From an optimization exercise on the open Yosys and OpenROAD flow, aimed at small area and a short achievable clock period; shortcuts taken in it are not production practice.
Where RTL was checked, it was by simulation tests only, not by an equivalence proof against the original.
Power figures rest on the tool's default switching activity, not on a simulated workload.

==> build 91: inputs <==
==> flow/design.v (excerpt) <==
module diffeq_fu_core
#(
    parameter int unsigned WIDTH = diffeq_pkg::DEFAULT_WIDTH
) (
    input  logic                    clk,
    input  logic                    reset,
    input  logic                    en,
    input  logic signed [WIDTH-1:0] v1,
    input  logic signed [WIDTH-1:0] v2,
    input  logic signed [WIDTH-1:0] v3,
    input  logic signed [WIDTH-1:0] v4,
    input  logic signed [WIDTH-1:0] v5,
    input  logic signed [WIDTH-1:0] v6,
    input  logic                    mode,
    output logic signed [WIDTH-1:0] w1,
    output logic signed [WIDTH-1:0] w2,
    output logic signed [WIDTH-1:0] w3,
    output logic signed [WIDTH-1:0] r1,
    output logic signed [WIDTH-1:0] r2,
    output logic signed [WIDTH-1:0] r3,
    output logic                    ovf1,
    output logic                    ovf2,
    output logic                    ovf3,
    output logic                    valid
);
clock: 10.0 ns
lec_check: 0
cap_margin: 20
core_margin: 2
core_utilization: 40
setup_slack_margin: 1.6
slew_margin: 20
synth_hierarchical: 1
synth_minimum_keep_size: 0
standard.sh (not shown) runs the stock make flow with config.mk's settings and CLKGATE_MAP_FILE= SYNTH_SCRIPT=/design/flow/synth_recipe.tcl, a recipe that flattens the netlist after the stock synthesis.
==> flow/flow/run.sh <==
#!/bin/bash
# The standard layout (standard.sh) with two changes:
#  - the port buffers are the smallest buffer cell, sky130_fd_sc_hd__buf_1;
#  - before floorplanning, flow/downsize.tcl gives each combinational cell its smallest
#    drive strength, so that timing repair upsizes only the cells that need it.
export BUFFER_PORTS_ARGS="-buffer_cell sky130_fd_sc_hd__buf_1"
export PRE_FLOORPLAN_TCL="$PWD/flow/downsize.tcl"
bash standard.sh > standard_run.log 2>&1
==> flow/flow/downsize.tcl <==
# Before floorplanning: give every combinational cell the smallest drive strength of its
# function; the timing repair later upsizes only the cells that need it.
set n 0
foreach inst [get_cells *] {
  set m [get_property $inst ref_name]
  if { ![regexp {^(sky130_fd_sc_hd__[a-z0-9]+)_([0-9]+)$} $m -> base sz] } { continue }
  if { [regexp {df|dl|sdf|edf|conb|fa$|ha$|tap|fill|decap|clkbuf|buf$|bufbuf|dly|clkinv} $base] } { continue }
  set best $m
  set best_area [get_property [get_lib_cells */$m] area]
  foreach alt [get_lib_cells */${base}_*] {
    set an [get_name $alt]
    if { ![regexp "^${base}_\[0-9\]+\$" $an] } { continue }
    if { [get_property $alt dont_use] } { continue }
    set a [get_property $alt area]
    if { $a < $best_area } { set best $an; set best_area $a }
  }
  if { $best ne $m } {
    replace_cell $inst $best
    incr n
  }
}
puts "downsize.tcl: resized $n instances to their smallest drive"
==> build 26 (differences from build 91) <==
--- a/flow/config.mk
+++ b/flow/config.mk
@@ -6,9 +6,9 @@
 export NUM_CORES = 4
 export LEC_CHECK = 0
-export CAP_MARGIN = 20
+export CAP_MARGIN = 0
 export CORE_MARGIN = 2
 export CORE_UTILIZATION = 40
-export SETUP_SLACK_MARGIN = 1.6
-export SLEW_MARGIN = 20
+export SETUP_SLACK_MARGIN = 2.3
+export SLEW_MARGIN = 0
 export SYNTH_HIERARCHICAL = 1
 export SYNTH_MINIMUM_KEEP_SIZE = 0
==> impl_metrics.toml <==
[outcome]
status = "timing/DRC/antenna clean"

[drt]
via_count = 8756

[timing]
slew_headroom_pct = 46.9

[grt]
met1_usage_pct = 28.9

[power]
p_clk_share_pct = 4.9
That was build 91.
==> impl_metrics.toml <==
[grt]
met1_usage_pct = 29.4
top_usage_layer = "met2"

[timing]
period_share_pct = 78.5
slew_headroom_pct = 52.8

[drt]
via_count = 9258

[power]
p_clk_share_pct = 3.4

[worst_setup_path]
crit_required_ns = 8.00

[outcome]
status = "timing/DRC/antenna clean"
That was build 26.

========
==> job 6470 <==
diffeq_fu_core, a different RTL version from the one above (not shown whole).
==> flow/config.mk <==
export PLATFORM = sky130hd
export DESIGN_NAME = diffeq_fu_core
export DESIGN_NICKNAME = diffeq_fu_core
export VERILOG_FILES = /design/flow/design.v
export SDC_FILE = /design/flow/constraint.sdc
export NUM_CORES = 4
export LEC_CHECK = 0
export ABC_AREA = 1
export CAP_MARGIN = 20
export CORE_MARGIN = 2
export CORE_UTILIZATION = 40
export SETUP_SLACK_MARGIN = 2
export SLEW_MARGIN = 20
export SYNTH_HIERARCHICAL = 1
export SYNTH_MINIMUM_KEEP_SIZE = 0
==> flow/constraint.sdc <==
create_clock -name core_clock -period 10.0 [get_ports {clk}]
set_input_delay 2.0000 -clock core_clock [delete_from_list [all_inputs] [get_ports {clk}]]
set_output_delay 2.0000 -clock core_clock [all_outputs]
set_load 0.01 [all_outputs]
run.sh (not shown) runs the stock make flow with config.mk's settings and CLKGATE_MAP_FILE= SYNTH_SCRIPT=/design/flow/synth_recipe.tcl, a recipe that flattens the netlist after the stock synthesis.
Stock flow here: none of the scripts above is used.
==> job 4335 (differences from job 6470) <==
--- a/flow/config.mk
+++ b/flow/config.mk
@@ -5,7 +5,6 @@
 export SDC_FILE = /design/flow/constraint.sdc
 export NUM_CORES = 4
 export LEC_CHECK = 0
-export ABC_AREA = 1
 export CAP_MARGIN = 20
 export CORE_MARGIN = 2
 export CORE_UTILIZATION = 40
==> notes.md <==
quantity                                              job 4335  job 6470
Outcome                               timing/DRC/antenna clean  timing/DRC/antenna clean
Routing usage on met2                                    39.2%     39.7%
Antenna violations before repair                             2         1
Xor and xnor area share after synthesis                  7.04%     16.6%
Number of instances in the placed design                  2316      2143
Number of gates given a new drive strength after cts       473       231
Number of instances in the synthesized netlist            1779      1606
Synth unique cells                                          65        47
Worst reg2reg endpoint                                r2_q[13]   r1_q[2]
Clock buffer cells                                           5         6
Final worst path period share                            81.0%     79.7%
Layout cell share with drive strength beyond 1           25.6%     23.1%
Worst skew pair latency                                0.29 ns   0.30 ns
Hold worst-path end                                   r1_q[10]   r2_q[2]
Filler cells                                              2985      2853
Compound-gate portion of the synthesized area            25.2%     14.1%
No functional check of the RTL was part of any run of this note.

========
==> 09-04 <==
Another version of the RTL of diffeq_fu_core (not shown whole).
==> flow/design.v (excerpt) <==
module diffeq_fu_core
#(
    parameter int unsigned WIDTH = diffeq_pkg::DEFAULT_WIDTH
) (
    input  logic                    clk,
    input  logic                    reset,
    input  logic                    en,
    input  logic signed [WIDTH-1:0] v1,
    input  logic signed [WIDTH-1:0] v2,
    input  logic signed [WIDTH-1:0] v3,
    input  logic signed [WIDTH-1:0] v4,
    input  logic signed [WIDTH-1:0] v5,
    input  logic signed [WIDTH-1:0] v6,
    input  logic                    mode,
    output logic signed [WIDTH-1:0] w1,
    output logic signed [WIDTH-1:0] w2,
    output logic signed [WIDTH-1:0] w3,
    output logic signed [WIDTH-1:0] r1,
    output logic signed [WIDTH-1:0] r2,
    output logic signed [WIDTH-1:0] r3,
    output logic                    ovf1,
    output logic                    ovf2,
    output logic                    ovf3,
    output logic                    valid
);
Settings: LEC_CHECK=0, CAP_MARGIN=20, CORE_MARGIN=2, CORE_UTILIZATION=40, SETUP_SLACK_MARGIN=1.2, SLEW_MARGIN=20, SYNTH_HIERARCHICAL=1, SYNTH_MINIMUM_KEEP_SIZE=0; clock period 10.0 ns.
standard.sh (not shown) runs the stock make flow with config.mk's settings and CLKGATE_MAP_FILE= SYNTH_SCRIPT=/design/flow/synth_recipe.tcl, a recipe that flattens the netlist after the stock synthesis.
==> flow/flow/run.sh <==
#!/bin/bash
# Standard layout, with the port buffers made from the smallest buffer cell.
export BUFFER_PORTS_ARGS="-buffer_cell sky130_fd_sc_hd__buf_1"

bash standard.sh > standard_run.log 2>&1
==> inputs of 11-05, as changes to 09-04 <==
==> flow/flow/run.sh (replaced) <==
#!/bin/bash
# Standard layout, with the port buffers made from the smallest buffer cell.
export BUFFER_PORTS_ARGS="-buffer_cell sky130_fd_sc_hd__buf_1"
export RECOVER_POWER=100
bash standard.sh > standard_run.log 2>&1
- SETUP_SLACK_MARGIN: 1.2 -> 2
==> inputs of 11-06, as changes to 09-04 <==
- SETUP_SLACK_MARGIN: 1.2 -> 1.8
==> inputs of 11-26, as changes to 09-04 <==
- SETUP_SLACK_MARGIN: 1.2 -> 2
==> comparison <==
- 09-04 went through all stages and came out clean. 11-06 completed with no timing, DRC or antenna violations. 11-05 produced a layout that fails on max-capacitance violations, max-slew violations. 11-26 went through all stages and came out clean.
- Against 11-05, the global-route usage of 09-04 is lower by 1.2 points.
- In 11-05 the critical path depth is higher than in 11-26, by 2.
- In 09-04 the power is lower than in 11-05, by about 16%.
- First-iteration DRC count: 11-26 > 11-05 > 11-06 > 09-04.
- Sequential cell count is the same in 11-26 and 11-05.
- In 09-04 the worst hold slack is higher than in 11-05, by 0.021 ns.
==> figures <==
|  | 11-26 | 11-06 | 09-04 | 11-05 |
|---|---|---|---|---|
| Status | timing/DRC/antenna clean | timing/DRC/antenna clean | timing/DRC/antenna clean | failed layout checks |
| Layout check failures | - | - | - | max-capacitance violations, max-slew violations |
| Overall power after layout | 5920 uW | 5500 uW | 4720 uW | 5650 uW |
| Post-layout net count | 1934 | 1899 | 1842 | 1934 |
| Sequential power share | 6.0% | 6.5% | 7.5% | 6.3% |
| Power Sequential | 356 uW | 357 uW | 356 uW | 353 uW |
| Slew HR | 27.3% | 29.4% | 31.5% | -129% |
| Clk pwr share | 3.5% | 3.2% | 4.1% | 3.6% |
| Met1 track utilization from global routing | 33.5% | 31.8% | 31.5% | 33.5% |
| Capture point of the worst path | w1[15] | w1[15] | w1[15] | w2[14] |
| Power Clock | 206 uW | 175 uW | 195 uW | 206 uW |
| Setup slack on the worst flop-to-flop path | 9.19 ns | 9.20 ns | 9.20 ns | 9.17 ns |
| Worst-case setup margin in the final layout | 1.92 ns | 1.84 ns | 1.36 ns | 1.47 ns |
| Detailed router's first-iteration violation count | 874 | 821 | 744 | 845 |
| Final worst hold slack | 0.512 ns | 0.512 ns | 0.508 ns | 0.487 ns |

========
==> run a: inputs <==
RTL: one of the versions met above, not the one the previous note started from.
==> flow/design.v (excerpt) <==
module diffeq_fu_core
#(
    parameter int unsigned WIDTH = diffeq_pkg::DEFAULT_WIDTH
) (
    input  logic                    clk,
    input  logic                    reset,
    input  logic                    en,
    input  logic signed [WIDTH-1:0] v1,
    input  logic signed [WIDTH-1:0] v2,
    input  logic signed [WIDTH-1:0] v3,
    input  logic signed [WIDTH-1:0] v4,
    input  logic signed [WIDTH-1:0] v5,
    input  logic signed [WIDTH-1:0] v6,
    input  logic                    mode,
    output logic signed [WIDTH-1:0] w1,
    output logic signed [WIDTH-1:0] w2,
    output logic signed [WIDTH-1:0] w3,
    output logic signed [WIDTH-1:0] r1,
    output logic signed [WIDTH-1:0] r2,
    output logic signed [WIDTH-1:0] r3,
    output logic                    ovf1,
    output logic                    ovf2,
    output logic                    ovf3,
    output logic                    valid
);
==> flow/config.mk <==
export PLATFORM = sky130hd
export DESIGN_NAME = diffeq_fu_core
export DESIGN_NICKNAME = diffeq_fu_core
export VERILOG_FILES = /design/flow/design.v
export SDC_FILE = /design/flow/constraint.sdc
export NUM_CORES = 4
export LEC_CHECK = 0
export CAP_MARGIN = 20
export CORE_MARGIN = 2
export CORE_UTILIZATION = 40
export SETUP_SLACK_MARGIN = 2.0
export SLEW_MARGIN = 20
export SYNTH_HIERARCHICAL = 1
export SYNTH_MINIMUM_KEEP_SIZE = 0
==> flow/constraint.sdc <==
create_clock -name core_clock -period 10.0 [get_ports {clk}]
set_input_delay 2.0000 -clock core_clock [delete_from_list [all_inputs] [get_ports {clk}]]
set_output_delay 2.0000 -clock core_clock [all_outputs]
set_load 0.01 [all_outputs]
==> flow/flow/run.sh <==
#!/bin/bash
# The standard layout (standard.sh) with two changes:
#  - the port buffers are the smallest buffer cell, sky130_fd_sc_hd__buf_1;
#  - before floorplanning, flow/downsize.tcl gives each combinational cell its smallest
#    drive strength, so that timing repair upsizes only the cells that need it.
export BUFFER_PORTS_ARGS="-buffer_cell sky130_fd_sc_hd__buf_1"
export PRE_FLOORPLAN_TCL="$PWD/flow/downsize.tcl"
bash standard.sh > standard_run.log 2>&1
Scripts as last shown in full above: flow/flow/downsize.tcl
==> run b: changes against run a <==
- CAP_MARGIN: 20 -> 0
- CTS_BUF_LIST: default -> sky130_fd_sc_hd__clkbuf_4 sky130_fd_sc_hd__clkbuf_8
- SETUP_SLACK_MARGIN: 2.0 -> 1.6
- SLEW_MARGIN: 20 -> 0
==> run c: changes against run a <==
- CAP_MARGIN: 20 -> 0
- CORE_UTILIZATION: 40 -> 50
- SETUP_SLACK_MARGIN: 2.0 -> 1.6
- SLEW_MARGIN: 20 -> 0
==> comparison table <==
Highest Clock Rate: run c 0.1211 GHz; run b 0.1212 GHz; run a 0.1263 GHz
DRT met1 WL: run c 13,360 um; run b 13,440 um; run a 13,540 um
Cell Count Post-Placement: run c 1,553; run b 1,646; run a 1,646
Ant. Diodes: run c 0; run b 1; run a 0
Setup Buffers After CTS: run c 0; run b 0; run a 3
Filler Cell Count: run c 2,040; run b 2,617; run a 2,556
Fin crit period: run c 8.256 ns; run b 8.250 ns; run a 7.920 ns
Proportion of layout cells with a drive suffix above 1: run c 0.06162; run b 0.06084; run a 0.1151
Non-filler cells in the finished layout: run c 1,562; run b 1,655; run a 1,667
Internal cell power: run c 1.858 mW; run b 1.803 mW; run a 2.201 mW
Worst slew margin: run c 0.2753; run b 0.4599; run a 0.4662
Met2 Wirelength: run c 13,980 um; run b 14,550 um; run a 14,750 um
Outcome: run c finished clean; run b finished clean; run a finished clean
Routed len/inst: run c 18.98 um; run b 18.11 um; run a 18.36 um
Post-detailed-routing wire length: run c 29,640 um; run b 29,970 um; run a 30,610 um
Combined area of the multi-input logic cells: run c 9255 sq um; run b 9248 sq um; run a 9482 sq um
Non-clock buffer share: run c 0.08055; run b 0.08004; run a 0.1002
Part of the cycle the worst path needs: run c 0.8256; run b 0.8250; run a 0.7920
Area of the placeable core: run c 21,820 sq um; run b 27,100 sq um; run a 27,100 sq um
Std cell rows: run c 54; run b 60; run a 60

========
==> job 2076: inputs <==
diffeq_fu_core again, from the RTL that the note above started with.
clock: 10.0 ns
lec_check: 0
cap_margin: 0
core_margin: 2
core_utilization: 40
setup_slack_margin: 1.7
slew_margin: 0
synth_hierarchical: 1
synth_minimum_keep_size: 0
Scripts as last shown in full above: flow/flow/run.sh, flow/flow/downsize.tcl
==> inputs of job 8649, as changes to job 2076 <==
--- a/flow/config.mk
+++ b/flow/config.mk
@@ -10,3 +10,3 @@
 export CORE_UTILIZATION = 40
-export SETUP_SLACK_MARGIN = 1.7
+export SETUP_SLACK_MARGIN = 2.0
 export SLEW_MARGIN = 0
==> notes.md <==
| quantity | job 2076 | job 8649 |
|---|---|---|
| Sink of the worst hold path | r1_q[12]$_DFFE_PP0P_ | r2_q[14]$_DFFE_PP0P_ |
| Number of buffers inserted to repair setup after CTS | 0 | 3 |
| Outcome | complete, no violations | complete, no violations |
| Worst hold-check slack | 0.484 ns | 0.483 ns |
| Total detailed-routing wirelength | 29,900 um | 30,600 um |
| Total routed wire length on the met1 layer | 13,400 um | 13,500 um |
| Final critical-path share of the clock period | 81.6% | 79.2% |
| Cell Int Power | 0.00189 W | 0.00220 W |
| Startpoint of the lowest-slack hold path | r1_q[12]$_DFFE_PP0P_ | r2_q[14]$_DFFE_PP0P_ |
| Count of antenna diodes in the layout | 1 | 0 |
| Clk slew on worst S/H paths | 0.07 ns | 0.06 ns |
| Clock Network Area Fraction | 1.34% | 1.29% |
| Met2 global-route usage | 36.8% | 36.6% |
| Shortest period the worst path allows | 8.16 ns | 7.92 ns |
| Clock network power share | 4.8% | 4.4% |

========
==> try-onyx <==
Another version of the RTL of diffeq_fu_core (not shown whole).
export LEC_CHECK = 0
export CAP_MARGIN = 0
export CORE_MARGIN = 2
export CORE_UTILIZATION = 40
export SETUP_SLACK_MARGIN = 1.8
export SLEW_MARGIN = 0
export SYNTH_HIERARCHICAL = 1
export SYNTH_MINIMUM_KEEP_SIZE = 0
create_clock -name core_clock -period 10.0 [get_ports {clk}]
Scripts as last shown in full above: flow/flow/run.sh, flow/flow/downsize.tcl
==> try-pepper: changes against try-onyx <==
--- a/flow/config.mk
+++ b/flow/config.mk
@@ -10,3 +10,3 @@
 export CORE_UTILIZATION = 40
-export SETUP_SLACK_MARGIN = 1.8
+export SETUP_SLACK_MARGIN = 2.0
 export SLEW_MARGIN = 0
==> qor summary <==
|  | try-pepper | try-onyx |
|---|---|---|
| Run status | complete, no violations | complete, no violations |
| Wire length on met3 | 1809 um | 1695 um |
| GRT met3 Usage | 0.01527 | 0.01596 |
| Slew of the pin with the lowest slew margin | 0.7076 ns | 0.7762 ns |
| Shortest clock period the worst path allows after layout | 7.983 ns | 8.142 ns |
| Combinational fraction of design power | 0.877 | 0.870 |
| Number of global-route vias before repair | 8987 | 8965 |
| Fraction of area in multi-input gates | 0.7511 | 0.7591 |
| First DRT Iteration DRCs | 547 | 533 |
| Met2 routing resource usage after global routing | 0.3519 | 0.3506 |
| Utilization after layout | 0.4564 | 0.4464 |
| Switching share of total power | 0.5199 | 0.5339 |
| Total Power Consumption | 4.272 mW | 4.046 mW |
No run of this note included a check of the RTL's function; only the layout flow was run.

-- what the ideal ports hide --
In the flow no input, the clock included, has a driving cell. The finished layouts below were timed again as built, in two steps. Step 1 (the two cells are an assumption about what drives the block):
set clk [get_ports {clk}]
set_driving_cell -lib_cell sky130_fd_sc_hd__clkbuf_16 $clk
set_driving_cell -lib_cell sky130_fd_sc_hd__buf_2 [delete_from_list [all_inputs] $clk]
Step 2 times the ports against the registers' clock, not the clock port: input delays grow and output delays shrink by t, the midpoint of the rising clock arrivals with the driver on. Three values: no drivers, after step 1, after step 2; two values: the first two.
| run | t, ns | slack for setup (ns) | worst setup path at the end |
|---|---|---|---|
| build 91 | 0.328 | 1.744 / 1.717 / 1.717 | input to output |
| build 26 | 0.335 | 2.153 / 2.056 / 2.056 | input to output |
| job 6470 | 0.337 | 2.025 / 2.007 / 2.007 | input to output |
| job 4335 | 0.336 | 1.904 / 1.827 / 1.827 | input to output |
| 09-04 | 0.331 | 1.357 / 1.331 / 1.331 | input to output |
| 11-05 | 0.341 | 1.475 / 1.360 / 1.360 | input to output |
| 11-06 | 0.328 | 1.836 / 1.795 / 1.514 | input to register |
| 11-26 | 0.340 | 1.920 / 1.783 / 1.783 | input to output |
| run a | 0.328 | 2.080 / 2.053 / 2.053 | input to output |
| run b | 0.342 | 1.750 / 1.724 / 1.724 | input to output |
| run c | 0.331 | 1.744 / 1.723 / 1.723 | input to output |
| job 2076 | 0.328 | 1.836 / 1.805 / 1.805 | input to output |
| job 8649 | 0.328 | 2.080 / 2.053 / 2.053 | input to output |
| try-onyx | 0.329 | 1.858 / 1.812 / 1.812 | input to output |
| try-pepper | 0.330 | 2.017 / 1.976 / 1.976 | input to output |
The setup slack of 11-06, which loses most, moves by -0.041 ns with the drivers and by -0.322 ns with both steps.
